From an optimization exercise on the open Yosys and OpenROAD flow, aimed at small area, a short achievable clock period and few clock cycles; shortcuts taken in it are not production practice. In this exercise RTL edits were held to simulation tests only and were not proved equivalent to the original. Power figures rest on the tool's default switching activity, not on a simulated workload.

File: flow/flow/run.sh
#!/bin/bash
# Standard synthesis, then the combinational logic mapped again for area with
# ABC (registers and their names untouched), then the standard layout steps.
set -euo pipefail
work=$(pwd)
R=$work/orfs/results/$FLOW_PLATFORM/shipValidator/base
bash standard.sh synth > standard_synth.log 2>&1
cp "$R/1_2_yosys.v" "$work/standard_1_2_yosys.v"
set -a; eval "$(make -s -C "$FLOW_HOME" DESIGN_CONFIG="$FLOW_CONFIG" print-LIB_FILES print-DONT_USE_CELLS print-ABC_DRIVER_CELL print-ABC_LOAD_IN_FF 2>/dev/null | sed -n 's/^\([A-Z_]*\): *\(.*[^ ]\) *$/\1="\2"/p')"; set +a
bash flow/remap.sh "$work/flow/abc.script" "$work/standard_1_2_yosys.v" "$R/1_2_yosys.v" > remap.log 2>&1
rm -f "$R/1_synth.odb" "$R/1_synth.sdc"
bash standard.sh finish > standard_finish.log 2>&1
File: flow/flow/abc.script
strash
dch
map -a
topo
buffer -c
upsize -c
dnsize -c
File: flow/flow/cellmodels.py
#!/usr/bin/env python3
"""Write Verilog models of the liberty's combinational cells (for techmap), so
a mapped netlist's logic can be mapped again. Sequential cells are left out and
stay as they are. usage: cellmodels.py LIB OUT.v"""
import re
import sys

lib = open(sys.argv[1]).read()
out = []
pos = 0
for m in re.finditer(r'\n\s*cell\s*\(\s*"?([\w]+)"?\s*\)\s*\{', lib):
    pass
starts = [(m.start(), m.group(1)) for m in re.finditer(r'\n\s*cell\s*\(\s*"?([\w]+)"?\s*\)\s*\{', lib)]
for i, (s, name) in enumerate(starts):
    e = starts[i + 1][0] if i + 1 < len(starts) else len(lib)
    body = lib[s:e]
    if name.endswith("conb_1") or re.search(r"\n\s*(ff|latch|statetable)\s*\(", body):
        continue
    pins = []
    for pm in re.finditer(r'\n\s*pin\s*\(\s*"?(\w+)"?\s*\)\s*\{', body):
        ps = pm.end()
        # pin body up to next pin( or end
        nxt = re.search(r'\n\s*pin\s*\(', body[ps:])
        pb = body[ps:ps + nxt.start()] if nxt else body[ps:]
        d = re.search(r'direction\s*:\s*"?(\w+)"?', pb)
        f = re.search(r'\n\s*function\s*:\s*"([^"]*)"', pb)
        pins.append((pm.group(1), d.group(1) if d else None, f.group(1) if f else None))
    ins = [p for p, d, f in pins if d == 'input']
    outs = [(p, f) for p, d, f in pins if d == 'output']
    if not outs or any(f is None for p, f in outs):
        continue
    if any(d not in ('input', 'output') for p, d, f in pins):
        continue
    ports = ins + [p for p, f in outs]
    out.append(f"module {name} ({', '.join(ports)});")
    for p in ins:
        out.append(f"  input {p};")
    for p, f in outs:
        expr = f.replace('!', '~')
        expr = re.sub(r'\)\s+\(', ') & (', expr)
        out.append(f"  output {p};")
        out.append(f"  assign {p} = {expr};")
    out.append("endmodule")
open(sys.argv[2], 'w').write("\n".join(out) + "\n")
File: flow/flow/remap.sh
#!/bin/bash
# Maps the combinational logic of the standard synthesis's netlist again with
# the ABC script in $1, leaving every register cell and its name as it is.
# usage: remap.sh ABC_SCRIPT NETLIST_IN NETLIST_OUT [ABC_D_PS]
set -euo pipefail
here=$(cd "$(dirname "$0")" && pwd)
lib=$(echo $LIB_FILES | awk '{print $1}')
script=$1; in=$2; out=$3; dps=${4:-}
python3 "$here/cellmodels.py" "$lib" remap_cells.v
dontuse=""
for c in $DONT_USE_CELLS; do dontuse="$dontuse -dont_use $c"; done
printf 'set_driving_cell %s\nset_load %s\n' "$ABC_DRIVER_CELL" "$ABC_LOAD_IN_FF" > remap.constr
darg=""
[[ -n "$dps" ]] && darg="-D $dps"
cat > remap.ys <<EOY
read_liberty -lib $lib
read_verilog -defer $in
hierarchy -top $FLOW_TOP
techmap -map remap_cells.v
techmap
opt -fast
opt -purge
abc -liberty $lib $dontuse -script $script -constr remap.constr $darg
splitnets
opt_clean -purge
hilomap -singleton -hicell sky130_fd_sc_hd__conb_1 HI -locell sky130_fd_sc_hd__conb_1 LO
insbuf -buf sky130_fd_sc_hd__buf_4 A X
check -assert -mapped
tee -o remap_stat.txt stat -liberty $lib
rename -hide w:*\$func\$*
write_verilog -noattr -nohex -nodec $out
EOY
yosys -s remap.ys
File: flow/standard.sh
#!/bin/bash
# synth_recipe.tcl (not shown) runs the flow's synth.tcl, then flattens the netlist and writes it again
# the make line also repeats each setting of config.mk as NAME=value (left out here)
make -C /OpenROAD-flow-scripts/flow DESIGN_CONFIG=/design/flow/config.mk WORK_HOME=/design/flow/orfs CLKGATE_MAP_FILE= SYNTH_SCRIPT=/design/flow/synth_recipe.tcl "${@:-finish}"
File: flow/config.mk
export PLATFORM = sky130hd
export DESIGN_NAME = shipValidator
export DESIGN_NICKNAME = shipValidator
export VERILOG_FILES = /design/flow/design.v
export SDC_FILE = /design/flow/constraint.sdc
export NUM_CORES = 4
export LEC_CHECK = 0
export ABC_AREA = 1
export CAP_MARGIN = 20
export CORE_MARGIN = 2
export CORE_UTILIZATION = 40
export CTS_BUF_LIST = sky130_fd_sc_hd__clkbuf_8
export CTS_CLUSTER_DIAMETER = 40
export CTS_CLUSTER_SIZE = 10
export PLACE_DENSITY = 0.6
export SETUP_SLACK_MARGIN = 1.0
export SLEW_MARGIN = 20
File: flow/constraint.sdc
create_clock -name core_clock -period 6.0 [get_ports {clk}]
set_input_delay 1.2000 -clock core_clock [delete_from_list [all_inputs] [get_ports {clk}]]
set_output_delay 1.2000 -clock core_clock [all_outputs]
set_load 0.01 [all_outputs]
File: flow/design.v
package fleetPkg;
	localparam int boardSize = 8;
	localparam int fleetDepth = 11;
	typedef enum logic [2:0]
	{
		submarine = 3'd0,
		cruiser = 3'd1,
		seaplane = 3'd2,
		battleship = 3'd3,
		carrier = 3'd4
	} shipKindT;
endpackage
`timescale 1ns/10ps
module shipCellDecoder
(
	input logic [14:0] request,
	output logic [7:0] rowA,
	output logic [7:0] colA,
	output logic [7:0] rowB,
	output logic [7:0] colB,
	output logic onBoard
);
	logic [2:0] kind;
	logic [3:0] x;
	logic [3:0] y;
	logic direction;
	logic [1:0] orientation;
	logic straight;
	logic seaplane;
	logic atLeast2;
	logic atLeast4;
	logic is5;
	logic horizontal;
	logic vertical;
	logic [7:0] xHot;
	logic [7:0] yHot;
	logic [4:1] xStep;
	logic [4:1] yStep;
	logic xFits;
	logic yFits;
	logic seaplaneFits;
	assign kind = request[14:12];
	assign x = request[10:7];
	assign y = request[6:3];
	assign direction = request[2];
	assign orientation = request[1:0];
	assign seaplane = (kind == 3'd2);
	assign straight = (kind == 3'd0) || (kind == 3'd1) || (kind == 3'd3) || (kind == 3'd4);
	assign atLeast2 = (kind == 3'd1) || (kind == 3'd3) || (kind == 3'd4);
	assign atLeast4 = (kind == 3'd3) || (kind == 3'd4);
	assign is5 = (kind == 3'd4);
	assign horizontal = straight && !direction;
	assign vertical = straight && direction;
	assign xStep[1] = horizontal && atLeast2;
	assign xStep[2] = (horizontal && atLeast4) || (seaplane && !orientation[1]);
	assign xStep[3] = horizontal && atLeast4;
	assign xStep[4] = horizontal && is5;
	assign yStep[1] = vertical && atLeast2;
	assign yStep[2] = (vertical && atLeast4) || (seaplane && orientation[1]);
	assign yStep[3] = vertical && atLeast4;
	assign yStep[4] = vertical && is5;
	always_comb
	begin
		for (int i = 0; i < 8; i++)
		begin
			xHot[i] = (x[2:0] == 3'(i));
			yHot[i] = (y[2:0] == 3'(i));
		end
		for (int i = 0; i < 8; i++)
		begin
			colA[i] = xHot[i];
			rowA[i] = yHot[i];
			for (int s = 1; s <= 4; s++)
				if (i >= s)
				begin
					colA[i] = colA[i] || (xStep[s] && xHot[i-s]);
					rowA[i] = rowA[i] || (yStep[s] && yHot[i-s]);
				end
		end
		for (int i = 0; i < 8; i++)
		begin
			rowB[i] = 1'b0;
			colB[i] = 1'b0;
			if (i >= 1)
			begin
				rowB[i] = seaplane && orientation != 2'd1 && yHot[i-1];
				colB[i] = orientation != 2'd3 && xHot[i-1];
			end
			if (i <= 6)
			begin
				rowB[i] = rowB[i] || (seaplane && orientation == 2'd1 && yHot[i+1]);
				colB[i] = colB[i] || (orientation == 2'd3 && xHot[i+1]);
			end
		end
	end
	assign xFits = !(atLeast2 && x[2:0] == 3'd7) && !(atLeast4 && x[2:0] >= 3'd5)
		&& !(is5 && x[2:0] == 3'd4);
	assign yFits = !(atLeast2 && y[2:0] == 3'd7) && !(atLeast4 && y[2:0] >= 3'd5)
		&& !(is5 && y[2:0] == 3'd4);
	always_comb
	begin
		case (orientation)
			2'd0: seaplaneFits = x[2:0] <= 3'd5 && y[2:0] <= 3'd6;
			2'd1: seaplaneFits = x[2:0] <= 3'd5 && y[2:0] >= 3'd1;
			2'd2: seaplaneFits = x[2:0] <= 3'd6 && y[2:0] <= 3'd5;
			default: seaplaneFits = x[2:0] >= 3'd1 && y[2:0] <= 3'd5;
		endcase
	end
	assign onBoard = !x[3] && !y[3] && ((seaplane && seaplaneFits)
		|| (straight && (direction ? yFits : xFits)));
endmodule
`timescale 1ns/10ps
module overlapScanner
(
	input logic player,
	input logic [63:0] shipMask,
	input logic [63:0] occupied0,
	input logic [63:0] occupied1,
	output logic hit
);
	logic hit0;
	logic hit1;
	assign hit0 = |(shipMask & occupied0);
	assign hit1 = |(shipMask & occupied1);
	assign hit = player ? hit1 : hit0;
endmodule
`timescale 1ns/10ps
module fleetStore
(
	input logic clk,
	input logic rstN,
	input logic player,
	input logic writeStrobe,
	input logic [63:0] shipMask,
	output logic [63:0] occupied0,
	output logic [63:0] occupied1,
	output logic fleetFull
);
	logic boardValid;
	logic write0;
	logic write1;
	logic [3:0] count0;
	logic [3:0] count1;
	assign write0 = writeStrobe && !player;
	assign write1 = writeStrobe && player;
	assign fleetFull = player ? (count1 == 4'(fleetPkg::fleetDepth))
		: (count0 == 4'(fleetPkg::fleetDepth));
	always_ff @(posedge clk or negedge rstN)
	begin
		if (!rstN)
		begin
			boardValid <= 1'b0;
			count0 <= '0;
			count1 <= '0;
		end
		else
		begin
			boardValid <= 1'b1;
			if (write0)
				count0 <= count0 + 4'd1;
			if (write1)
				count1 <= count1 + 4'd1;
		end
	end
	always_ff @(posedge clk)
	begin
		occupied0 <= (occupied0 & {64{boardValid}}) | (shipMask & {64{write0}});
		occupied1 <= (occupied1 & {64{boardValid}}) | (shipMask & {64{write1}});
	end
endmodule
`timescale 1ns/10ps
module placementControl
(
	input logic clk,
	input logic rstN,
	input logic enable,
	input logic onBoard,
	input logic fleetFull,
	input logic hit,
	output logic writeStrobe,
	output logic placed,
	output logic borderConflict,
	output logic memoryConflict
);
	logic holding;
	logic placedHeld;
	logic placeNow;
	assign placeNow = onBoard && !fleetFull && !hit;
	assign writeStrobe = enable && !holding && placeNow;
	assign placed = enable && (holding ? placedHeld : placeNow);
	assign borderConflict = enable && !onBoard;
	assign memoryConflict = enable && onBoard && (holding ? !placedHeld : (fleetFull || hit));
	always_ff @(posedge clk or negedge rstN)
	begin
		if (!rstN)
		begin
			holding <= 1'b0;
			placedHeld <= 1'b0;
		end
		else
		begin
			holding <= enable;
			if (!holding)
				placedHeld <= placeNow;
		end
	end
endmodule
`timescale 1ns/10ps
module shipValidator
(
	input logic clk,
	input logic rstN,
	input logic enable,
	input logic [14:0] request,
	output logic placed,
	output logic borderConflict,
	output logic memoryConflict,
	output logic conflict
);
	logic [7:0] rowA;
	logic [7:0] colA;
	logic [7:0] rowB;
	logic [7:0] colB;
	logic onBoard;
	logic [63:0] shipMask;
	logic [63:0] occupied0;
	logic [63:0] occupied1;
	logic fleetFull;
	logic hit;
	logic writeStrobe;
	shipCellDecoder decoder
	(
		.request(request),
		.rowA(rowA),
		.colA(colA),
		.rowB(rowB),
		.colB(colB),
		.onBoard(onBoard)
	);
	always_comb
		for (int r = 0; r < 8; r++)
			for (int c = 0; c < 8; c++)
				shipMask[r*8 + c] = (rowA[r] && colA[c]) || (rowB[r] && colB[c]);
	fleetStore store
	(
		.clk(clk),
		.rstN(rstN),
		.player(request[11]),
		.writeStrobe(writeStrobe),
		.shipMask(shipMask),
		.occupied0(occupied0),
		.occupied1(occupied1),
		.fleetFull(fleetFull)
	);
	overlapScanner scanner
	(
		.player(request[11]),
		.shipMask(shipMask),
		.occupied0(occupied0),
		.occupied1(occupied1),
		.hit(hit)
	);
	placementControl control
	(
		.clk(clk),
		.rstN(rstN),
		.enable(enable),
		.onBoard(onBoard),
		.fleetFull(fleetFull),
		.hit(hit),
		.writeStrobe(writeStrobe),
		.placed(placed),
		.borderConflict(borderConflict),
		.memoryConflict(memoryConflict)
	);
	assign conflict = borderConflict | memoryConflict;
endmodule
==> impl_metrics.ini, run 1 <==
[sta]
fin_crit_sh_pct = 91.8
worst_pin_slew_ns = 1.02
whs_ns = 0.467
layout_setup_ws_ns = 0.493
fin_skew_ns = 0.0182
maxSlewViolCount = 0
setup_viol = 0
hold_viol = 0
max_freq_mhz = 182
slew_headroom_pct = 31.7
min_period_ns = 5.51
rsz0062_at_grt = true
tns_ns = 0

[pwr]
pwr-share-clk_pct = 39.7
p_int_mw = 1.48
p_per_area_mw_per_mm2 = 212
sequentialPowerShare_pct = 46.9
p_sw_mw = 0.539
peakVddDrop_mv = 0.148
p_leak_nw = 3.40
switching_share_pct = 26.7
p_comb_share_pct = 13.4

[critical_path]
arrival_ns = 4.31
worst_setup_path_end_kind = output pin
critPathKind = in2out
worstPathRequired_ns = 4.80
start_kind = primary input
critPathMaxFanout = 5

[final_layout]
finalNetCount = 1102
multi_input_area_sq_mm = 0.00335
drive_gt1_share_pct = 35.7
final_core_util_pct = 55.7
final_area_sq_mm = 0.00953
ff_latch_area_sq_mm = 0.00284
n_fill_cell = 1641
area_delta_synth_final_pct = 37.3
num_antenna_cells = 0

[clock_tree]
cts_tree = yes
hold_buffers = 0
clock_sinks = 139
cts_buffer_depth = 2
clock-root-buffer = clkbuf_8
h-tree-depth = 4
cts_buffers = 17
clkTransAtPathRegs_ns = 0.07
clkLatencyLatePin_ns = 0.46

[logic_synthesis]
synth_nets = 893
syn_area_sq_mm = 0.00694
syn_inst = 875
avgSynthCellArea_sq_um = 7.93
ys.warnings.count = 4

[detailed_routing]
drt_wl_total_um = 22000
num_vias = 7025
wl_per_cell_um = 16.7
route.detailed.drc = 0
vias_per_cell = 5.32
drtIter0Drc = 510
drtAntennaViolNets = 0
dr.pass1.iters = 6

[global_routing]
grt_overflow_total = 0
grt_max_degree = 62
grt_pass1_wl_um = 35400
antenna_found_initial = 0
grt_pass1_vias = 6892
grt_usage_pct = 24.9

[placement]
gp_congestion = 0.950
portBuffers = 21
placed_area_sq_mm = 0.00865
hpwl_um = 15800
place_ws_ns = -0.802

[status]
outcome = complete, no violations

[hold_path]
holdCritPathClass = reg2reg

[floorplan]
die_area_sq_mm = 0.0184
die_w_um = 136
pin_count = 22
std_cell_rows = 48
fp.dieH_um = 136
start_util_pct = 40.6
coreArea_sq_mm = 0.0171

[job]
maxCapViolations = 0
==> cell type report <==
cell class,count,share of cell area (%)
multi-input combinational,478,35.1
clock buffer,19,2.74
clock inverter,12,1.55
inverter,231,9.26
timing repair buffer,217,18.6
sequential,139,29.8
tap,225,2.95
==> critical path, stage by stage <==
cell and delay [ns]:
buf_6 0.10, buf_6 0.12, nand2_1 0.06, nor2_1 0.05
inv_2 0.08, nor2_2 0.06, nor2_4 0.11, inv_2 0.05
buf_6 0.11, a221oi_4 0.26, buf_6 0.17, buf_6 0.11
o22ai_4 0.07, inv_2 0.07, o22ai_2 0.06, a21oi_2 0.11
o21ai_1 0.08, nor4_2 0.45, nand4_1 0.22, o22ai_4 0.24
nand3_2 0.11, nor2_2 0.11, inv_2 0.05, a21oi_2 0.11
buf_2 0.14
==> power by group through the flow <==
stage | sequential [mW] | combinational (mW) | clock, mW
detailed placement | 0.967 | 0.237 | 0
CTS | 0.946 | 0.254 | 0.820
global route | 0.947 | 0.290 | 0.860
global placement | 0.967 | 0.235 | 0
finish | 0.946 | 0.271 | 0.801
floorplan | 0.966 | 0.118 | 0
==> cells in the final DEF (no fill, tap or decap), types with 19 or more instances in the layout <==
master    count
dfxtp_1     128
clkbuf_8     19
o22ai_1     145
nand2_1      56
inv_2        33
inv_1       189
nor2_1       47
buf_4       183
o21ai_0      31
o22ai_2      50
==> path summary, 6_finish.rpt <==
kind,start,to,slack [ns],cells after the start
min in group asynchronous,rstN,control.placedHeld,1.08,1
min reg2reg,store.occupied0[15],store.occupied0[15],0.47,2
max reg2reg,store.occupied1[0],store.occupied0[11],2.85,18
max,request[13],placed,0.49,25
min,store.occupied0[15],store.occupied0[15],0.47,2
max in group asynchronous,rstN,store.count1[2],4.56,1
==> state kept, by name (all words and copies together), names as in the netlist <==
signal and cells:
store.boardValid 1, store.occupied0 64, store.count1 4, control.placedHeld 1
store.occupied1 64, store.count0 4, control.holding 1
==> what timing repair did <==
action,4_1_cts,5_1_grt
gates resized for setup,85,47
setup endpoints to repair,139,50
buffers inserted,20,7
pin swaps,24,24
==> routing by layer <==
metal	part of all wire, %	GRT usage (%)	vias to the layer above
met5	0	0	-
met4	2.8	8.91	0
met3	5.8	4.94	59
met2	48	42.2	219
met1	43	31.4	3303
li1	-	-	3444
==> metrics by stage <==
stage | power [mW] | std cells
after global routing | 2.10 | 1321
final | 2.02 | 1321
after CTS | 2.02 | 1314
after global placement | 1.20 | 1263
after floorplan | 1.08 | 875
after detailed placement | 1.20 | 1263
Testbench counts, summed over its fixed seeds: cycles 4,608.
==> run 2: changes to the inputs <==
==> flow/flow/abc.script (replaced) <==
strash
dch
amap
topo
buffer -c
upsize -c
dnsize -c
==> run 2 against run 1 <==
Against the previous run:
- still clean
- sequential share of layout area shrank 2.5 points
- global-route usage grew 4.5 points
- count of clock-buffer cells in the layout grew 1
- wire length grew 16%
- sequential power shrank 1%
- synthesized cell count shrank 9.9%
- area after synthesis shrank 6.6%
- largest cell class unchanged
- largest power group unchanged
==> impl_metrics.ini, run 2 <==
[logic_synthesis]
ys.warnings.count = 4
syn_area_sq_mm = 0.00648
avgSynthCellArea_sq_um = 8.22
synth_nets = 806
syn_inst = 788

[pwr]
total_power_mw = 2.07
p_leak_nw = 3.68
p_int_mw = 1.55
p_per_area_mw_per_mm2 = 199
switching_share_pct = 25.3
peakVddDrop_mv = 0.155
pwr-share-clk_pct = 40.9
p_comb_share_pct = 13.9
sequentialPowerShare_pct = 45.2
p_sw_mw = 0.525

[sta]
fin_crit_sh_pct = 93.1
min_period_ns = 5.59
hold_viol = 0
maxSlewViolCount = 0
layout_setup_ws_ns = 0.412
fin_skew_ns = 0.0144
whs_ns = 0.472
rsz0062_at_grt = true
tns_ns = 0
setup_viol = 0
max_freq_mhz = 179

[final_layout]
num_antenna_cells = 0
finalNetCount = 1070
ff_latch_area_sq_mm = 0.00284
final_core_util_pct = 65.6
reg.largest.list = store.occupied0: 64 flops, store.occupied1: 64 flops
area_delta_synth_final_pct = 60.8
n_fill_cell = 1263
final_common_cell = buf_4
layout_common_cells = buf_4, inv_1, dfxtp_1, o22ai_1, o22a_1
multi_input_area_sq_mm = 0.00358
drive_gt1_share_pct = 41.3

[clock_tree]
clock-root-buffer = clkbuf_8
clkTransAtPathRegs_ns = 0.08
cts_buffers = 17
cts_tree = yes
clock_sinks = 139
h-tree-depth = 4
cts_buffer_depth = 2
clkLatencyLatePin_ns = 0.46

[placement]
hpwl_um = 15000
portBuffers = 21
place_ws_ns = -0.555
gp_congestion = 0.973

[detailed_routing]
drtAntennaViolNets = 0
drtIter0Drc = 707
drt_wl_total_um = 25700
vias_per_cell = 5.77
num_vias = 7387
dr.pass1.iters = 6
route.detailed.drc = 0
wl_per_cell_um = 20.0

[floorplan]
die_area_sq_mm = 0.0172
fp.dieH_um = 131
std_cell_rows = 46
die_w_um = 131
start_util_pct = 40.8
coreArea_sq_mm = 0.0159
pin_count = 22

[critical_path]
cp-startpoint = request[12]
r2r-end = store.occupied1[60]
ff2ff_path_depth = 25
critPathMaxFanout = 8
worst_setup_path_end_kind = output pin
reg2reg_slack_ns = 2.16
cp-endpoint = conflict
reg2reg_from = store.occupied0[0]
start_kind = primary input
critPathKind = in2out
worstPathRequired_ns = 4.80
arrival_ns = 4.39

[global_routing]
grt_usage_pct = 29.4
grt_max_degree = 113
grt_pass1_vias = 7434
grt_pass1_wl_um = 39700
antenna_found_initial = 0
grt_overflow_total = 0

[hold_path]
holdCritPathClass = reg2reg

[job]
maxCapViolations = 0

[status]
outcome = complete, no violations
[run 2: power by group through the flow]
stage               registers, mW  logic (mW)  clock network (mW)
detailed placement          0.959       0.233                   0
floorplan                   0.957       0.107                   0
global route                0.938       0.305               0.906
CTS                         0.937       0.272               0.857
finish                      0.937       0.288               0.848
global placement            0.958       0.229                   0
[run 2: cell type report]
type,count,share of cell area (%)
inverters,160,5.89
clock buffers,20,2.64
clock inverters,12,1.64
repair buffers,278,25.7
flip-flops and latches,139,27.2
multi-input cells,456,34.3
well taps,216,2.59
[run 2: layer usage]
metal | track usage (%) | routed length [um] | vias up
met5 | 0 | 0 | -
met4 | 15.3 | 1300 | 0
met3 | 6.94 | 1770 | 104
met2 | 48.0 | 11900 | 344
met1 | 36.1 | 10700 | 3544
li1 | - | - | 3395
[run 2: critical path, stage by stage]
cell	delay, ns
buf_8	0.10
nor2b_4	0.15
a21oi_4	0.19
nor2_4	0.08
nor2_4	0.16
o221ai_1	0.15
a31oi_2	0.24
buf_6	0.18
o22a_1	0.22
nor2_1	0.06
nor4_1	0.31
buf_4	0.17
nand4_1	0.11
nor4_2	0.30
nor2_2	0.10
a2111oi_4	0.24
buf_4	0.18
o22ai_2	0.06
buf_2	0.15
[run 2: worst min-delay path by stage]
stage                                to  cells past startpoint                start
floorplan            store.occupied0[8]                      2   store.occupied0[8]
global placement    store.occupied0[57]                      2  store.occupied0[57]
detailed placement  store.occupied0[23]                      2  store.occupied0[23]
CTS                 store.occupied0[57]                      2  store.occupied0[57]
global route         store.occupied0[4]                      2   store.occupied0[4]
finish               store.occupied1[5]                      2   store.occupied1[5]
[run 2: timing repair]
action,CTS,global route
setup buffers,37,7
pin swaps,34,17
gates resized for setup,195,20
hold buffers,0,0
endpoints found under the setup margin,129,140
gates cloned,17,0
[run 2: per-stage QoR]
stage                     instance area (sq um)  instances
after floorplan                            6510        788
after global placement                     8370       1187
after detailed placement                   8370       1187
after CTS                                 10300       1273
after global routing                      10400       1281
final                                     10400       1281
==> run 3: changes to the inputs <==
==> flow/flow/run.sh (replaced) <==
#!/bin/bash
# The standard synthesis, then its combinational logic replaced by the
# hand-mapped netlist that flow/gennet.py writes (every register keeps the
# standard synthesis's name, cell type and Q net), then the standard layout
# with sky130_fd_sc_hd__buf_4 port buffers.
set -euo pipefail
work=$(pwd)
R=$work/orfs/results/$FLOW_PLATFORM/shipValidator/base
bash standard.sh synth > standard_synth.log 2>&1
cp "$R/1_2_yosys.v" "$work/standard_1_2_yosys.v"
python3 flow/gennet.py "$work/standard_1_2_yosys.v" "$work/gennet_1_2_yosys.v" > gennet.log 2>&1
cp "$work/gennet_1_2_yosys.v" "$R/1_2_yosys.v"
rm -f "$R/1_synth.odb" "$R/1_synth.sdc"
export BUFFER_PORTS_ARGS="-buffer_cell sky130_fd_sc_hd__buf_4"
bash standard.sh "BUFFER_PORTS_ARGS=-buffer_cell sky130_fd_sc_hd__buf_4" finish > standard_finish.log 2>&1
==> flow/flow/gennet.py (new file) <==
#!/usr/bin/env python3
"""Writes a hand-mapped gate netlist of shipValidator (the RTL in rtl/) for
sky130hd. Every register keeps the instance name, cell type and Q net that the
standard synthesis gave it; those are read from the standard netlist.
usage: gennet.py STANDARD_NETLIST OUT_NETLIST"""
import re
import sys

std = open(sys.argv[1]).read()

# Registers of the standard synthesis: RTL name -> (cell, instance, Q net)
regs = {}
for m in re.finditer(r'(sky130_fd_sc_hd__df\w+)\s+(\\\S+|\w+)\s*\((.*?)\);', std, re.S):
    cell, inst, body = m.group(1), m.group(2), m.group(3)
    q = re.search(r'\.Q\(([^()]*)\)', body).group(1).strip()
    key = inst.lstrip('\\').split('$')[0]
    regs[key] = (cell, inst, q)

expect = {}
for p in (0, 1):
    for i in range(64):
        expect[f'store.occupied{p}[{i}]'] = 'sky130_fd_sc_hd__dfxtp_1'
    for i in range(4):
        expect[f'store.count{p}[{i}]'] = 'sky130_fd_sc_hd__dfrtp_1'
expect['store.boardValid'] = 'sky130_fd_sc_hd__dfrtp_1'
expect['control.holding'] = 'sky130_fd_sc_hd__dfrtp_1'
expect['control.placedHeld'] = 'sky130_fd_sc_hd__dfrtp_1'
if set(regs) != set(expect) or any(regs[k][0] != v for k, v in expect.items()):
    sys.exit('registers of the standard netlist differ from the expected ones: '
             + repr(sorted(set(regs) ^ set(expect))))

P = 'sky130_fd_sc_hd__'
lines = []
wires = []
count = [0]


def net(hint='n'):
    count[0] += 1
    name = f'g_{hint}_{count[0]}'
    wires.append(name)
    return name


def gate(cell, out_pin='Y', hint='n', out=None, **pins):
    o = out if out else net(hint)
    count[0] += 1
    conns = ', '.join(f'.{k}({v} )' for k, v in pins.items())
    lines.append(f'  {P}{cell} u_{count[0]} ({conns}, .{out_pin}({o}));')
    return o


def X(cell, hint='n', out=None, **pins):
    return gate(cell, 'X', hint, out, **pins)


def Y(cell, hint='n', out=None, **pins):
    return gate(cell, 'Y', hint, out, **pins)


def q(key):
    return regs[key][2]


req = lambda i: f'request[{i}]'
k0, k1, k2 = req(12), req(13), req(14)
pl = req(11)
x = [req(7), req(8), req(9)]
x3 = req(10)
y = [req(3), req(4), req(5)]
y3 = req(6)
d = req(2)
o0, o1 = req(0), req(1)

xn = [Y('inv_1', 'xn', A=v) for v in x]
yn = [Y('inv_1', 'yn', A=v) for v in y]
k1n = Y('inv_1', A=k1)
dn = Y('inv_1', A=d)
o0n = Y('inv_1', A=o0)
o1n = Y('inv_1', A=o1)


def hot(v, vn):
    return [Y('nor3_1', 'hot', A=(vn[0] if c & 1 else v[0]), B=(vn[1] if c & 2 else v[1]),
              C=(vn[2] if c & 4 else v[2])) for c in range(8)]


xHot = hot(x, xn)
yHot = hot(y, yn)


def hotN(v, vn):
    return [Y('nand3_1', 'hotn', A=(v[0] if c & 1 else vn[0]), B=(v[1] if c & 2 else vn[1]),
              C=(v[2] if c & 4 else vn[2])) for c in range(8)]


xHotN = hotN(x, xn)
yHotN = hotN(y, yn)

# Step signals; kinds 5 to 7 are don't-cares here (onBoard is 0 for them)
k0n = Y('inv_1', A=k0)
k2n = Y('inv_1', A=k2)
g20N = Y('nor2_1', A=k2, B=k0)                         # not length >= 2
g4N = Y('a21oi_1', A1=k1, A2=k0, B1=k2)                # not length >= 4
xs = {1: Y('nor2_1', A=d, B=g20N),
      2: Y('nand3_1', A=Y('nand2_1', A=dn, B=k2), B=Y('nand3_1', A=dn, B=k1, C=k0),
           C=Y('nand3_1', A=k1, B=k0n, C=o1n)),
      3: Y('nor2_1', A=d, B=g4N),
      4: Y('nor2_1', A=d, B=k2n)}
ys = {1: Y('nor2_1', A=dn, B=g20N),
      2: Y('nand3_1', A=Y('nand2_1', A=d, B=k2), B=Y('nand3_1', A=d, B=k1, C=k0),
           C=Y('nand3_1', A=k1, B=k0n, C=o1)),
      3: Y('nor2_1', A=dn, B=g4N),
      4: Y('nor2_1', A=dn, B=k2n)}
sea = Y('nor2_1', A=k0, B=k1n)
oIs1 = Y('nor2_1', A=o1, B=o0n)
bDn = X('and2_1', A=sea, B=oIs1)
bUp = Y('nor2b_1', A=oIs1, B_N=sea)
cL = X('and2_1', A=o1, B=o0)
cR = Y('nand2_1', A=o1, B=o0)


def runN(h, hN, s):
    # Inverted run: not (h[c] or s1 h[c-1] or ... or s4 h[c-4])
    out = []
    for c in range(8):
        n = [Y('nand2_1', A=s[k], B=h[c - k]) for k in range(1, 5) if c - k >= 0]
        if c == 0:
            out.append(Y('inv_1', 'runn', A=h[0]))
        elif c == 1:
            out.append(X('and2_1', 'runn', A=hN[1], B=n[0]))
        elif c == 2:
            out.append(X('and3_1', 'runn', A=hN[2], B=n[0], C=n[1]))
        elif c == 3:
            out.append(X('and4_1', 'runn', A=hN[3], B=n[0], C=n[1], D=n[2]))
        else:
            a = Y('nand3_1', A=hN[c], B=n[0], C=n[1])
            b = Y('nand2_1', A=n[2], B=n[3])
            out.append(Y('nor2_1', 'runn', A=a, B=b))
    return out


colAN = runN(xHot, xHotN, xs)
rowAN = runN(yHot, yHotN, ys)


def sideN(h, lo, hi):
    # cell c uses h[c-1] with lo, h[c+1] with hi; inverted
    out = []
    for c in range(8):
        if c == 0:
            out.append(Y('nand2_1', 'siden', A=h[1], B=hi))
        elif c == 7:
            out.append(Y('nand2_1', 'siden', A=h[6], B=lo))
        else:
            out.append(Y('a22oi_1', 'siden', A1=h[c - 1], A2=lo, B1=h[c + 1], B2=hi))
    return out


colBN = sideN(xHot, cR, cL)
rowBN = sideN(yHot, bUp, bDn)

mask = [Y('o22ai_1', 'm', A1=rowAN[i // 8], A2=colAN[i % 8], B1=rowBN[i // 8], B2=colBN[i % 8])
        for i in range(64)]

occ = [[q(f'store.occupied{p}[{i}]') for i in range(64)] for p in (0, 1)]
hit = []
hitN = []
for p in (0, 1):
    tN = [Y('nand2_1', 't', A=mask[i], B=occ[p][i]) for i in range(64)]
    a = [Y('nand4_1', 'ta', A=tN[4 * j], B=tN[4 * j + 1], C=tN[4 * j + 2], D=tN[4 * j + 3])
         for j in range(16)]
    b = [Y('nor2_1', 'tb', A=a[2 * j], B=a[2 * j + 1]) for j in range(8)]
    c = [Y('nand4_1', 'tc', A=b[4 * j], B=b[4 * j + 1], C=b[4 * j + 2], D=b[4 * j + 3])
         for j in range(2)]
    hit.append(c)
    hitN.append(Y('nor2_1', 'hitn', A=c[0], B=c[1]))

# Border check, exact for every kind
kn0 = Y('inv_1', A=k0)
isSub = Y('nor3_1', A=k2, B=k1, C=k0)
isCru = Y('nor3b_1', A=k2, B=k1, C_N=k0)
isSea = Y('nor3b_1', A=k2, B=k0, C_N=k1)
isBat = X('and3b_1', A_N=k2, B=k1, C=k0)
isCar = Y('nor3b_1', A=k1, B=k0, C_N=k2)


def fits(v, vn):
    v7 = X('and3_1', A=v[0], B=v[1], C=v[2])
    v01 = Y('nor2_1', A=v[1], B=v[0])
    cru = Y('nor2b_1', A=v7, B_N=isCru)
    bat = X('o21a_1', A1=vn[2], A2=v01, B1=isBat)
    car = X('and2_1', A=isCar, B=vn[2])
    return Y('nand2_1', A=Y('nor2_1', A=isSub, B=cru), B=Y('nor2_1', A=bat, B=car))


fitsH = fits(x, xn)
fitsV = fits(y, yn)
straightFits = X('a22o_1', A1=fitsH, A2=dn, B1=fitsV, B2=d)
xle5 = Y('nand2_1', A=x[2], B=x[1])
xle6 = Y('nand3_1', A=x[2], B=x[1], C=x[0])
xge1 = X('or3_1', A=x[2], B=x[1], C=x[0])
yle5 = Y('nand2_1', A=y[2], B=y[1])
yle6 = Y('nand3_1', A=y[2], B=y[1], C=y[0])
yge1 = X('or3_1', A=y[2], B=y[1], C=y[0])
seaFits = X('mux4_1', A0=X('and2_1', A=xle5, B=yle6), A1=X('and2_1', A=xle5, B=yge1),
            A2=X('and2_1', A=xle6, B=yle5), A3=X('and2_1', A=xge1, B=yle5), S0=o0, S1=o1)
inner = X('a21o_1', A1=isSea, A2=seaFits, B1=straightFits)
onBoard = Y('nor3b_1', 'onboard', A=x3, B=y3, C_N=inner)

# Fleet counts and full flags
cnt = [[q(f'store.count{p}[{i}]') for i in range(4)] for p in (0, 1)]
full = [X('and4b_1', 'full', A_N=cnt[p][2], B=cnt[p][3], C=cnt[p][1], D=cnt[p][0]) for p in (0, 1)]

holding = q('control.holding')
pH = q('control.placedHeld')
valid = q('store.boardValid')
en = 'enable'

# Everything but onBoard and the hits comes from registers, enable and the
# player, ahead of the request decode
plN = Y('inv_1', A=pl)
enN = Y('inv_1', A=en)
E1 = X('and4bb_1', A_N=holding, B_N=full[1], C=en, D=pl)     # enable, !holding, player 1, room
E0 = X('and4bb_1', A_N=holding, B_N=full[0], C=en, D=plN)    # enable, !holding, player 0, room
F1 = X('and2b_1', A_N=full[1], B=pl)
F0 = Y('nor2_1', A=full[0], B=pl)
fullSel = X('mux2_1', A0=full[0], A1=full[1], S=pl)
pHN = Y('inv_1', A=pH)
Z = X('mux2_1', A0=fullSel, A1=pHN, S=holding)               # memory conflict unless hits decide
ZN = Y('inv_1', A=Z)

A1 = X('and2_1', A=E1, B=onBoard)
A0 = X('and2_1', A=E0, B=onBoard)
P1 = X('and2_1', A=F1, B=onBoard)
P0 = X('and2_1', A=F0, B=onBoard)
H1 = X('and4b_1', A_N=holding, B=en, C=onBoard, D=pl)
H0 = X('and4bb_1', A_N=holding, B_N=pl, C=en, D=onBoard)
MfullN = Y('nand3_1', A=en, B=onBoard, C=Z)
border = Y('nor2b_1', out='borderConflict', A=onBoard, B_N=en)
CfixN = X('a21o_1', A1=onBoard, A2=ZN, B1=enN)              # not enable & (!onBoard | Z)
BpN = Y('nand3_1', A=en, B=holding, C=pH)
# Memory hit of player p: H_p & (hit[p][0] | hit[p][1])
GN = [Y('o21ai_1', A1=hit[p][0], A2=hit[p][1], B1=[H0, H1][p]) for p in (0, 1)]
Y('nand3_1', out='memoryConflict', A=GN[0], B=GN[1], C=MfullN)
Y('nand3_1', out='conflict', A=GN[0], B=GN[1], C=CfixN)
Y('nand3_1', out='placed', A=Y('nand2_1', A=A1, B=hitN[1]), B=Y('nand2_1', A=A0, B=hitN[0]), C=BpN)

we = [Y('nor3b_1', 'we', A=hit[0][0], B=hit[0][1], C_N=A0),
      Y('nor3b_1', 'we', A=hit[1][0], B=hit[1][1], C_N=A1)]
placeNow = Y('nand2_1', A=Y('nand2_1', A=P1, B=hitN[1]), B=Y('nand2_1', A=P0, B=hitN[0]))

# Register inputs
D = {}
for p in (0, 1):
    for i in range(64):
        D[f'store.occupied{p}[{i}]'] = X('a22o_1', 'd', A1=occ[p][i], A2=valid, B1=mask[i], B2=we[p])
    c = cnt[p]
    t1 = X('and2_1', A=we[p], B=c[0])
    t2 = X('and3_1', A=we[p], B=c[0], C=c[1])
    t3 = X('and4_1', A=we[p], B=c[0], C=c[1], D=c[2])
    D[f'store.count{p}[0]'] = X('xor2_1', A=c[0], B=we[p])
    D[f'store.count{p}[1]'] = X('xor2_1', A=c[1], B=t1)
    D[f'store.count{p}[2]'] = X('xor2_1', A=c[2], B=t2)
    D[f'store.count{p}[3]'] = X('xor2_1', A=c[3], B=t3)
one = net('one')
count[0] += 1
lines.append(f'  {P}conb_1 u_{count[0]} (.HI({one}), .LO());')
D['store.boardValid'] = one
D['control.holding'] = en
D['control.placedHeld'] = X('mux2_1', A0=placeNow, A1=pH, S=holding)

regl = []
for key, (cell, inst, qn) in sorted(regs.items()):
    if cell.startswith(P + 'dfrtp'):
        regl.append(f'  {cell} {inst} (.CLK(clk), .D({D[key]} ), .Q({qn} ), .RESET_B(rstN));')
    else:
        regl.append(f'  {cell} {inst} (.CLK(clk), .D({D[key]} ), .Q({qn} ));')

qnets = sorted({v[2] for v in regs.values()})
out = ['module shipValidator(clk, rstN, enable, request, placed, borderConflict, memoryConflict, conflict);',
       '  input clk;', '  input rstN;', '  input enable;', '  input [14:0] request;',
       '  output placed;', '  output borderConflict;', '  output memoryConflict;', '  output conflict;']
out += [f'  wire {w};' for w in wires]
out += [f'  wire {qn} ;' for qn in qnets]
out += lines + regl + ['endmodule']
open(sys.argv[2], 'w').write('\n'.join(out) + '\n')
print(f'{len(lines)} gates, {len(regl)} registers')
removed: flow/flow/abc.script
removed: flow/flow/cellmodels.py
removed: flow/flow/remap.sh
==> run 3 against run 2 <==
Against the previous run:
- still clean
- maximum frequency is 15% higher
- final cell count is 18% lower
- combinational power shrank 23%
- first-iteration DRC count grew 3.1%
- via count shrank 15%
- largest power group unchanged
==> impl_metrics.ini, run 3 <==
[floorplan]
pin_count = 22
die_w_um = 131
std_cell_rows = 46
start_util_pct = 40.7
coreArea_sq_mm = 0.0158
die_area_sq_mm = 0.0171
fp.dieH_um = 131

[final_layout]
multi_input_area_sq_mm = 0.00386
n_fill_cell = 1546
ff_latch_area_sq_mm = 0.00284
drive_gt1_share_pct = 16.7
final_core_util_pct = 50.3
final_common_cell = nand2_1
reg.largest.list = store.occupied0: 64 flops, store.occupied1: 64 flops
layout_common_cells = nand2_1, a22o_1, dfxtp_1, o22ai_1, buf_4
finalNetCount = 844
area_delta_synth_final_pct = 23.5

[sta]
fin_skew_ns = 0.0132
worst_pin_slew_ns = 1.04
fin_crit_sh_pct = 81.3
hold_viol = 0
slew_headroom_pct = 30.9
max_freq_mhz = 205
rsz0062_at_grt = true
setup_viol = 0
maxSlewViolCount = 0
tns_ns = 0
min_period_ns = 4.88

[clock_tree]
cts_tree = yes
clkTransAtPathRegs_ns = 0.08
clock_sinks = 139
hold_buffers = 0
h-tree-depth = 4
clock-root-buffer = clkbuf_8
cts_buffers = 17
clkLatencyLatePin_ns = 0.45
cts_buffer_depth = 2

[global_routing]
grt-busiest-layer = met2
grt_overflow_total = 0
grt_usage_pct = 23.5
met1_usage_pct = 32.5
grt_pass1_wl_um = 30900
met2_usage_pct = 35.1
antenna_found_initial = 0
grt_max_degree = 100
gr-usage-met3_pct = 6.27
grt_pass1_vias = 5669

[logic_synthesis]
ys.warnings.count = 4
syn_inst = 754
synth_nets = 772
avgSynthCellArea_sq_um = 8.52
syn_area_sq_mm = 0.00642

[detailed_routing]
drtIter0Drc = 729
wl_per_cell_um = 18.6
drt_wl_total_um = 19700
route.detailed.drc = 0
dr.pass1.iters = 5
num_vias = 6249
vias_per_cell = 5.92
drtAntennaViolNets = 0

[critical_path]
arrival_ns = 3.68
start_kind = primary input
worst_setup_path_end_kind = output pin
critPathMaxFanout = 14
worstPathRequired_ns = 4.80
critPathKind = in2out

[pwr]
p_per_area_mw_per_mm2 = 255
peakVddDrop_mv = 0.160
total_power_mw = 2.02
p_leak_nw = 3.06

[placement]
gp_congestion = 0.877
portBuffers = 21
hpwl_um = 12800

[status]
outcome = complete, no violations

[hold_path]
holdCritPathClass = reg2reg

[job]
maxCapViolations = 0
run 3: area by class of cell:
type                            count  area share [%]
Antenna cell                        1          0.0316
Timing Repair inverter              1          0.0631
Clock inverter                     12            2.18
Clock buffer                       20            3.47
Tap cell                          216            3.41
Inverter                           18           0.947
Sequential cell                   139            35.8
Timing Repair Buffer               52            5.40
Multi-Input combinational cell    597            48.7
run 3: report_power, final:
part | leakage [nW] | switching, mW | internal, mW
sequential | 1.17 | 0.0167 | 0.936
clock | 0.224 | 0.362 | 0.484
combinational | 1.66 | 0.147 | 0.0752
run 3: timing repair:
action                     in CTS  in global routing
setup endpoints to repair       3                  3
buffers inserted                5                 15
cloned                          0                  1
pin swaps                       2                 10
gates resized for setup        21                 50
run 3: routing by layer:
metal / share of wire [%] / vias to the layer above
met4: 3.0 / 0
met3: 6.5 / 38
li1: - / 2995
met2: 45 / 220
met5: 0 / -
met1: 45 / 2996
run 3: worst paths after layout:
path | startpoint | to | slack [ns] | depth (start not counted)
min reg2reg | store.count1[3] | store.count1[3] | 0.46 | 1
max | request[8] | placed | 1.12 | 16
min in group asynchronous | rstN | store.count0[2] | 0.56 | 1
min | store.count1[3] | store.count1[3] | 0.46 | 1
max in group asynchronous | rstN | store.boardValid | 5.28 | 1
max reg2reg | store.occupied1[35] | store.occupied1[34] | 3.77 | 8
run 3: critical path, stage by stage:
cell and delay, ns:
buf_4 0.23, clkinvlp_4 0.26, nor3_4 0.35, nand2_1 0.10
nand3_1 0.15, nor2_4 0.06, buf_4 0.15, o22ai_1 0.32
nand2_1 0.09, nand4_1 0.12, nor2_2 0.08, nand4_1 0.20
nor2_1 0.10, nand2_1 0.07, nand3_1 0.07, buf_4 0.14
run 3: stage by stage:
stage | hold slack (ns) | setup slack [ns] | area [sq um] | std cells
after global placement | 0.448 | 0.549 | 6970 | 1002
after global routing | 0.480 | 0.942 | 7930 | 1055
after CTS | 0.469 | 0.998 | 7540 | 1039
after detailed placement | 0.454 | 0.436 | 6970 | 1002
after floorplan | 0.435 | 1.46 | 6440 | 754
final | 0.463 | 1.12 | 7930 | 1056
==> run 4: changes to the inputs <==
--- a/flow/flow/gennet.py
+++ b/flow/flow/gennet.py
@@ -89,11 +89,2 @@
 yHot = hot(y, yn)
-
-
-def hotN(v, vn):
-    return [Y('nand3_1', 'hotn', A=(v[0] if c & 1 else vn[0]), B=(v[1] if c & 2 else vn[1]),
-              C=(v[2] if c & 4 else vn[2])) for c in range(8)]
-
-
-xHotN = hotN(x, xn)
-yHotN = hotN(y, yn)
 
@@ -122,28 +113,3 @@
 
-def runN(h, hN, s):
-    # Inverted run: not (h[c] or s1 h[c-1] or ... or s4 h[c-4])
-    out = []
-    for c in range(8):
-        n = [Y('nand2_1', A=s[k], B=h[c - k]) for k in range(1, 5) if c - k >= 0]
-        if c == 0:
-            out.append(Y('inv_1', 'runn', A=h[0]))
-        elif c == 1:
-            out.append(X('and2_1', 'runn', A=hN[1], B=n[0]))
-        elif c == 2:
-            out.append(X('and3_1', 'runn', A=hN[2], B=n[0], C=n[1]))
-        elif c == 3:
-            out.append(X('and4_1', 'runn', A=hN[3], B=n[0], C=n[1], D=n[2]))
-        else:
-            a = Y('nand3_1', A=hN[c], B=n[0], C=n[1])
-            b = Y('nand2_1', A=n[2], B=n[3])
-            out.append(Y('nor2_1', 'runn', A=a, B=b))
-    return out
-
-
-colAN = runN(xHot, xHotN, xs)
-rowAN = runN(yHot, yHotN, ys)
-
-
-def sideN(h, lo, hi):
-    # cell c uses h[c-1] with lo, h[c+1] with hi; inverted
+def run(h, s):
     out = []
@@ -151,7 +117,32 @@
         if c == 0:
-            out.append(Y('nand2_1', 'siden', A=h[1], B=hi))
+            out.append(h[0])
+        elif c == 1:
+            out.append(Y('inv_1', 'run', A=Y('a21oi_1', A1=s[1], A2=h[0], B1=h[1])))
+        elif c == 2:
+            out.append(Y('inv_1', 'run', A=Y('a221oi_1', A1=s[1], A2=h[1], B1=s[2], B2=h[0], C1=h[2])))
+        elif c == 3:
+            a = Y('a22oi_1', A1=s[1], A2=h[2], B1=s[2], B2=h[1])
+            b = Y('a21oi_1', A1=s[3], A2=h[0], B1=h[3])
+            out.append(Y('nand2_1', 'run', A=a, B=b))
+        else:
+            a = Y('a22oi_1', A1=s[1], A2=h[c - 1], B1=s[2], B2=h[c - 2])
+            b = Y('a221oi_1', A1=s[3], A2=h[c - 3], B1=s[4], B2=h[c - 4], C1=h[c])
+            out.append(Y('nand2_1', 'run', A=a, B=b))
+    return out
+
+
+colA = run(xHot, xs)
+rowA = run(yHot, ys)
+
+
+def side(h, lo, hi):
+    # cell c uses h[c-1] with lo, h[c+1] with hi
+    out = []
+    for c in range(8):
+        if c == 0:
+            out.append(X('and2_1', 'side', A=h[1], B=hi))
         elif c == 7:
-            out.append(Y('nand2_1', 'siden', A=h[6], B=lo))
+            out.append(X('and2_1', 'side', A=h[6], B=lo))
         else:
-            out.append(Y('a22oi_1', 'siden', A1=h[c - 1], A2=lo, B1=h[c + 1], B2=hi))
+            out.append(X('a22o_1', 'side', A1=h[c - 1], A2=lo, B1=h[c + 1], B2=hi))
     return out
@@ -159,6 +150,6 @@
 
-colBN = sideN(xHot, cR, cL)
-rowBN = sideN(yHot, bUp, bDn)
-
-mask = [Y('o22ai_1', 'm', A1=rowAN[i // 8], A2=colAN[i % 8], B1=rowBN[i // 8], B2=colBN[i % 8])
+colB = side(xHot, cR, cL)
+rowB = side(yHot, bUp, bDn)
+
+mask = [X('a22o_1', 'm', A1=rowA[i // 8], A2=colA[i % 8], B1=rowB[i // 8], B2=colB[i % 8])
         for i in range(64)]
--- a/flow/config.mk
+++ b/flow/config.mk
@@ -15,3 +15,3 @@
 export PLACE_DENSITY = 0.6
-export SETUP_SLACK_MARGIN = 1.0
+export SETUP_SLACK_MARGIN = 1.4
 export SLEW_MARGIN = 20
==> run 4 against run 3 <==
Against the previous run:
- non-clock buffer count shrank 7
- global-route usage shrank 0.54 points
- sequential cell count is the same
- power shrank 1.4%
- count of clock-buffer cells in the layout shrank 2
- largest cell class unchanged
- synthesized cell count shrank 6.9%
- highest routed layer unchanged
- sequential share of layout area shrank 1.3 points
- clock skew grew 0.0068 ns
- critical path depth shrank 3
- sequential power is essentially flat
- final cell count shrank 5.8%
==> impl_metrics.ini, run 4 <==
[detailed_routing]
route.detailed.drc = 0
drtAntennaViolNets = 0
wl_per_cell_um = 19.3
dr.pass1.iters = 5
drt_wl_total_um = 19200
vias_per_cell = 6.04
num_vias = 6009
drtIter0Drc = 520

[pwr]
p_leak_nw = 3.35
p_sw_mw = 0.545
p_comb_share_pct = 11.8
pwr-share-clk_pct = 40.4
total_power_mw = 1.99
sequentialPowerShare_pct = 47.8
peakVddDrop_mv = 0.136
switching_share_pct = 27.3
p_per_area_mw_per_mm2 = 242
p_int_mw = 1.45

[final_layout]
multi_input_area_sq_mm = 0.00416
n_fill_cell = 1459
final_common_cell = a22o_1
num_antenna_cells = 0
finalNetCount = 784
final_area_sq_mm = 0.00823
final_core_util_pct = 52.0
ff_latch_area_sq_mm = 0.00284
area_delta_synth_final_pct = 27.4
drive_gt1_share_pct = 23.9
reg.largest.list = store.occupied0: 64 flops, store.occupied1: 64 flops
layout_common_cells = a22o_1, nand2_1, dfxtp_1, nand4_1, buf_4

[critical_path]
worst_setup_path_end_kind = output pin
arrival_ns = 3.50
crit_chain = buf_4 > nor3_1 > buf_4 > a221oi_4 > clkinv_4 > a22o_4 > nand2_1 > nand4_1 > nor2_2 > nand4_1 > o21ai_2 > nand3_1 > buf_6
max_stage_delay_ns = 0.32
worstPathRequired_ns = 4.80
critical-path-top-delay-family = compound AO/OA/AOI/OAI gates
worstPathBufferInverterCount = 4
start_kind = primary input
critPathKind = in2out
critPathMaxFanout = 9
crit_path_top_delay_cell = a22o_4

[placement]
gp_congestion = 0.918
hpwl_um = 12400
portBuffers = 21
placed_area_sq_mm = 0.00697

[floorplan]
pin_count = 22
fp.dieH_um = 131
die_area_sq_mm = 0.0172
coreArea_sq_mm = 0.0158
die_w_um = 131
std_cell_rows = 46
start_util_pct = 40.8

[clock_tree]
h-tree-depth = 4
clkLatencyLatePin_ns = 0.45
clock-root-buffer = clkbuf_8
cts_buffers = 17
clock_sinks = 139
cts_tree = yes
clkTransAtPathRegs_ns = 0.09
hold_buffers = 0
cts_buffer_depth = 2

[global_routing]
grt_overflow_total = 0
grt_usage_pct = 23.0
grt_pass1_wl_um = 30500
grt_pass1_vias = 5673
grt_max_degree = 107
antenna_found_initial = 0

[status]
outcome = complete, no violations

[logic_synthesis]
ys.warnings.count = 4
synth_nets = 720
syn_inst = 702
syn_area_sq_mm = 0.00646
avgSynthCellArea_sq_um = 9.20

[sta]
worst_pin_slew_ns = 1.11
maxSlewViolCount = 0
hold_viol = 0
fin_skew_ns = 0.0200
slew_headroom_pct = 25.9
whs_ns = 0.473
fin_crit_sh_pct = 78.4
max_freq_mhz = 213
tns_ns = 0
rsz0062_at_grt = true
setup_viol = 0
min_period_ns = 4.70

[hold_path]
holdCritPathClass = reg2reg

[job]
maxCapViolations = 0
## run 4: cell count changes in the layout (fill, tap and decap cells not counted), moves of 18 or more
| cell | change |
|---|---|
| o22ai_1 | -52 |
| nand3_1 | -26 |
| a22o_4 | +23 |
| buf_4 | -18 |
| a22o_1 | +41 |
| nand2_1 | -56 |
## run 4: path summary, 6_finish.rpt
check	slack (ns)	depth (start not counted)	start	to
setup / recovery	1.30	13	request[7]	conflict
hold / removal	0.47	1	store.count0[3]	store.count0[3]
setup reg to reg	3.51	9	store.occupied0[27]	store.occupied0[43]
hold reg to reg	0.47	1	store.count0[3]	store.count0[3]
max in group asynchronous	5.28	1	rstN	store.boardValid
min in group asynchronous	0.56	1	rstN	store.count0[3]
## run 4: metrics by stage
| step | cells | worst slack, ns |
|---|---|---|
| after floorplan | 702 | 1.43 |
| after global placement | 947 | 0.952 |
| after detailed placement | 947 | 0.969 |
| after CTS | 988 | 1.27 |
| after global routing | 995 | 1.18 |
| final | 995 | 1.30 |
## run 4: timing repair
action / in CTS / in global routing
pin swaps: 28 / 38
resized for setup: 63 / 88
setup buffers: 8 / 7
gates cloned: 1 / 0
setup endpoints to repair: 3 / 3
## run 4: power by group through the flow
stage,clock (mW),sequential [mW],combinational (mW)
floorplan,0,0.976,0.101
global placement,0,0.972,0.170
detailed placement,0,0.974,0.172
CTS,0.816,0.953,0.196
global route,0.863,0.956,0.252
finish,0.805,0.952,0.236
## run 4: cell type report
type / count / share of cell area, %
Clock buffer: 18 / 3.01
Clock inverter: 14 / 2.08
Inverter: 20 / 1.19
Multi-Input combinational cell: 543 / 50.5
Sequential cell: 139 / 34.5
Tap cell: 216 / 3.29
Timing Repair Buffer: 45 / 5.37
## run 4: worst reg2reg max path: stages (launching register included)
cell	delay [ns]
dfxtp_1	0.32
nand2_1	0.06
nand4_1	0.18
nor2_1	0.16
nand4_1	0.23
buf_4	0.22
nor3b_4	0.17
buf_4	0.50
buf_4	0.39
a22o_1	0.19
## run 4: routing by layer
| layer | up-vias | part of all wire (%) | global-route usage (%) |
|---|---|---|---|
| met5 | - | 0 | 0 |
| met4 | 0 | 2.2 | 8.07 |
| met3 | 33 | 4.3 | 4.79 |
| met2 | 151 | 48 | 37.1 |
| met1 | 2969 | 46 | 30.7 |
| li1 | 2856 | - | - |
==> run 5: changes to the inputs <==
--- a/flow/config.mk
+++ b/flow/config.mk
@@ -15,3 +15,3 @@
 export PLACE_DENSITY = 0.6
-export SETUP_SLACK_MARGIN = 1.4
+export SETUP_SLACK_MARGIN = 1.8
 export SLEW_MARGIN = 20
==> run 5 against run 4 <==
Against the previous run:
- register-to-register slack gained 0.11 ns
- clock power shrank 0.7%
- count of clock-buffer cells in the layout is the same
- utilization grew 0.59 points
- critical endpoint unchanged
- area after synthesis is the same
- power grew 0.47%
- non-clock buffer count grew 9
- worst setup slack lost 0.13 ns
- wire length grew 4.4%
- die area is the same
- clock skew shrank 0.0052 ns
==> impl_metrics.ini, run 5 <==
[critical_path]
start_kind = primary input
ff2ff_path_depth = 9
reg2reg_from = store.occupied1[7]
critPathKind = in2out
critPathMaxFanout = 8
worstPathRequired_ns = 4.80
worst_setup_path_end_kind = output pin
r2r-end = store.count1[3]
reg2reg_slack_ns = 3.62
arrival_ns = 3.63

[detailed_routing]
num_vias = 6169
drtAntennaViolNets = 0
drt_wl_total_um = 20100
wl_per_cell_um = 20.0
dr.pass1.iters = 5
vias_per_cell = 6.14
route.detailed.drc = 0
drtIter0Drc = 683

[clock_tree]
cts_buffer_depth = 2
clkTransAtPathRegs_ns = 0.08
h-tree-depth = 4
cts_buffers = 17
clock-root-buffer = clkbuf_8
cts_tree = yes
clkLatencyLatePin_ns = 0.45
clock_sinks = 139

[placement]
gp_congestion = 0.960
portBuffers = 21
hpwl_um = 12800
dpl.cell_count = 944

[global_routing]
grt_pass1_wl_um = 31300
grt_usage_pct = 24.0
grt_max_degree = 87
grt_pass1_vias = 5745
antenna_found_initial = 0
grt_overflow_total = 0

[sta]
setup_viol = 0
fin_crit_sh_pct = 80.5
rsz0062_at_grt = true
maxSlewViolCount = 0
whs_ns = 0.459
tns_ns = 0
fin_skew_ns = 0.0148
worst_pin_slew_ns = 0.879
min_period_ns = 4.83
hold_viol = 0
slew_headroom_pct = 41.4
max_freq_mhz = 207

[final_layout]
area_delta_synth_final_pct = 28.8
finalNetCount = 794
num_antenna_cells = 0
layout_common_cells = a22o_1, nand2_1, dfxtp_1, buf_4, nand4_1
final_common_cell = a22o_1
reg.largest.list = store.occupied0: 64 flops, store.occupied1: 64 flops
drive_gt1_share_pct = 23.7
n_fill_cell = 1396
fin_cells = 1005

[floorplan]
die_w_um = 131
start_util_pct = 40.8
coreArea_sq_mm = 0.0158
pin_count = 22
die_area_sq_mm = 0.0172
std_cell_rows = 46
fp.dieH_um = 131

[status]
outcome = complete, no violations

[pwr]
p_per_area_mw_per_mm2 = 241
peakVddDrop_mv = 0.140
p_leak_nw = 3.36

[hold_path]
hold_path_end = store.count0[3]
min_path_cells = 1
holdCritPathClass = reg2reg
holdCritStartpoint = store.count0[3]

[logic_synthesis]
synth_nets = 720
avgSynthCellArea_sq_um = 9.20
ys.warnings.count = 4
syn_inst = 702
syn_area_sq_mm = 0.00646

[job]
maxCapViolations = 0
-- run 5: changes by cell type in the layout (fill, tap and decap cells not counted), sizes merged --
cell and delta:
clkinv -1, nor3b +1, clkinvlp +2, bufbuf -1
buf +9, inv -1, clkbuf +1
-- run 5: area by class of cell --
| type | instances | area, sq um | share of cell area [%] |
|---|---|---|---|
| clock buffer | 18 | 248 | 2.98 |
| timing repair buffer | 54 | 548 | 6.59 |
| multi-input combinational | 544 | 4150 | 49.9 |
| clock inverter | 14 | 170 | 2.05 |
| tap | 216 | 270 | 3.25 |
| sequential | 139 | 2840 | 34.2 |
| inverter | 20 | 87.6 | 1.05 |
-- run 5: repair_timing --
| item | CTS | global route |
|---|---|---|
| pin swaps | 44 | 27 |
| hold buffers | 0 | 0 |
| gates resized for setup | 88 | 28 |
| setup endpoints to repair | 6 | 7 |
| setup buffers | 23 | 4 |
| gates cloned | 1 | 1 |
-- run 5: worst max path at each step --
stage	start	to
after detailed placement	request[7]	placed
after global placement	request[8]	placed
after floorplan	request[2]	store.count1[3]
final	request[2]	conflict
after CTS	request[12]	placed
after global routing	request[2]	conflict
-- run 5: stage by stage --
step | instance area [sq um] | utilization (%) | worst slack (ns) | total power, mW
final | 8320 | 52.6 | 1.17 | 2.00
after global routing | 8320 | 52.6 | 1.07 | 2.07
after CTS | 8110 | 51.2 | 1.31 | 2.00
after detailed placement | 7090 | 44.8 | 0.805 | 1.16
after global placement | 7090 | 44.8 | 0.822 | 1.15
after floorplan | 6620 | - | 1.49 | 1.09
-- run 5: power breakdown --
group / total, mW / leakage (nW) / switching [mW] / internal [mW]
Combinational: 0.249 / 1.98 / 0.155 / 0.0942
Sequential: 0.955 / 1.17 / 0.0184 / 0.936
Clock: 0.799 / 0.207 / 0.376 / 0.423
Total: 2.00 / 3.36 / 0.549 / 1.45
-- run 5: worst max-delay path: stages --
cell        delay, ns
buf_12           0.11
clkinvlp_4       0.13
nand3_2          0.11
nand3_4          0.13
a22oi_2          0.24
nand2_4          0.17
a22o_4           0.31
nand2_2          0.05
nand4_1          0.18
nor2_1           0.18
nand4_1          0.27
o21ai_2          0.27
nand3_1          0.12
buf_6            0.14
-- run 5: per-layer routing --
metal | vias to the layer above | share of wire, % | global-route usage [%]
met2 | 228 | 45 | 35.7
met3 | 50 | 6.7 | 5.84
li1 | 2881 | - | -
met4 | 0 | 2.9 | 10.1
met1 | 3010 | 45 | 33.3
met5 | - | 0 | 0
==> run 6: changes to the inputs <==
--- a/flow/config.mk
+++ b/flow/config.mk
@@ -15,3 +15,3 @@
 export PLACE_DENSITY = 0.6
-export SETUP_SLACK_MARGIN = 1.8
+export SETUP_SLACK_MARGIN = 0.6
 export SLEW_MARGIN = 20
==> run 6 against run 5 <==
Against the previous run:
- critical endpoint is now memoryConflict
- sequential power about the same
- critical path depth decreased by 1
- largest power group unchanged
- synthesized cell count unchanged
==> impl_metrics.ini, run 6 <==
[final_layout]
drive_gt1_share_pct = 8.02
reg.largest.list = store.occupied0: 64 flops, store.occupied1: 64 flops
area_delta_synth_final_pct = 14.4
final_core_util_pct = 46.7
num_antenna_cells = 0
final_common_cell = a22o_1
finalNetCount = 766
layout_common_cells = a22o_1, nand2_1, dfxtp_1, nand4_1, nor2_1

[global_routing]
grt_usage_pct = 22.1
grt_pass1_wl_um = 29000
grt_overflow_total = 0
grt_max_degree = 81
antenna_found_initial = 0
grt_pass1_vias = 5417

[critical_path]
reg2reg_slack_ns = 3.51
cp-endpoint = memoryConflict
worstPathRequired_ns = 4.80
arrival_ns = 4.01
cp-startpoint = request[12]
critPathKind = in2out
worst_setup_path_end_kind = output pin
r2r-end = store.occupied0[57]
reg2reg_from = store.occupied0[2]
start_kind = primary input
critPathMaxFanout = 11
ff2ff_path_depth = 7

[sta]
hold_viol = 0
min_period_ns = 5.21
maxSlewViolCount = 0
fin_crit_sh_pct = 86.9
setup_viol = 0
worst_pin_slew_ns = 0.897
max_freq_mhz = 192
rsz0062_at_grt = false
slew_headroom_pct = 40.1
fin_skew_ns = 0.0107
tns_ns = 0

[logic_synthesis]
ys.warnings.count = 4
syn_inst = 702
avgSynthCellArea_sq_um = 9.20
synth_nets = 720
syn_area_sq_mm = 0.00646

[pwr]
p_per_area_mw_per_mm2 = 264
p_leak_nw = 2.99
total_power_mw = 1.95
peakVddDrop_mv = 0.136

[job]
maxCapViolations = 0

[detailed_routing]
num_vias = 5923
route.detailed.drc = 0
dr.pass1.iters = 6
wl_per_cell_um = 19.0
drtIter0Drc = 620
drtAntennaViolNets = 0
drt_wl_total_um = 18600
vias_per_cell = 6.06

[floorplan]
pin_count = 22
std_cell_rows = 46
coreArea_sq_mm = 0.0158
die_w_um = 131
fp.dieH_um = 131
die_area_sq_mm = 0.0172
start_util_pct = 40.8

[clock_tree]
ctsResizeCount = 0
clkLatencyLatePin_ns = 0.46
cts_tree = yes
h-tree-depth = 4
cts_buffers = 17
cts_post_setup_buffers_inserted = 0
cts_buffer_depth = 2
clock-root-buffer = clkbuf_8
clkTransAtPathRegs_ns = 0.08
hold_buffers = 0
clock_sinks = 139

[placement]
gp_congestion = 0.879
hpwl_um = 12300
portBuffers = 21

[status]
outcome = complete, no violations

[hold_path]
holdCritPathClass = reg2reg
run 6: worst max-delay path, stage by stage:
cell and delay (ns):
buf_4 0.15, a21oi_1 0.21, nor2_1 0.14, a221oi_1 0.38, nand2_1 0.31, a22o_1 0.37, nand2_1 0.09, nand4_1 0.09
nor2_1 0.16, nand4_1 0.33, o21ai_1 0.30, nand3_1 0.11, buf_4 0.16
run 6: worst min path at each step:
stage                          from         endpoint  depth (start not counted)
finish              store.count0[3]  store.count0[3]                          1
floorplan           store.count0[3]  store.count0[3]                          1
detailed placement  store.count0[3]  store.count0[3]                          1
global placement    store.count1[3]  store.count1[3]                          1
global route        store.count0[3]  store.count0[3]                          1
CTS                 store.count0[3]  store.count0[3]                          1
run 6: report_power, final:
part	internal (mW)	switching, mW
registers	0.936	0.0185
logic	0.0547	0.119
clock network	0.436	0.382
run 6: final cells by class:
cell class	instances	area [sq um]
flip-flops and latches	139	2840
fillers	1506	8440
repair buffers	27	203
clock inverters	13	166
inverters	20	75.1
well taps	216	270
clock buffers	19	262
multi-input cells	543	3570
run 6: metal layers:
metal / GRT usage (%) / part of all wire (%) / vias up
li1: - / - / 2815
met4: 8.89 / 2.4 / 0
met1: 30.8 / 47 / 2850
met3: 4.67 / 6.9 / 34
met2: 33.4 / 44 / 224
met5: 0 / 0 / -
run 6: stage by stage:
| step | cell area [sq um] | setup WS (ns) | instances | hold slack [ns] |
|---|---|---|---|---|
| final | 7380 | 0.788 | 977 | 0.468 |
| after global routing | 7380 | 0.607 | 977 | 0.479 |
| after CTS | 7380 | 0.851 | 977 | 0.473 |
| after detailed placement | 6960 | 0.862 | 945 | 0.454 |
| after global placement | 6960 | 0.936 | 945 | 0.451 |
| after floorplan | 6470 | 0.742 | 702 | 0.435 |

## afterwards: timing with drivers on the ports
In the flow no input, the clock included, has a driving cell. The finished layouts below were timed again as built, in two steps.
Step 1: set_driving_cell puts a clkbuf_16 on clk and a buf_2 on each other input, an assumption about the parent block.
Step 2, shift: input delay + t, output delay - t, t = (earliest + latest rising clock arrival at the registers) / 2. This alone moves slack from input paths to output paths.
Slacks: ideal ports / drivers / drivers and shift; pairs: ideal ports / drivers.
run	t, ns	setup slack, ns	worst setup path after step 2	slew at the worst register clock pin (ns)	pins driven straight from the clock port
run 1	0.494	0.493 / 0.448 / 0.448	input to output	0.09 / 0.09	1
run 2	0.497	0.412 / 0.372 / -0.075	input to register	0.08 / 0.08	1
run 3	0.482	1.125 / 1.094 / 1.094	input to output	0.08 / 0.08	1
run 4	0.480	1.298 / 1.233 / 1.233	input to output	0.09 / 0.09	1
run 5	0.484	1.173 / 1.094 / 1.094	input to output	0.08 / 0.08	1
run 6	0.489	0.788 / 0.765 / 0.765	input to output	0.08 / 0.08	1
Met with ideal ports but missed after step 2: setup timing in run 2. The setup slack of run 2, which loses most, moves by -0.040 ns with the drivers and by -0.487 ns with both steps.
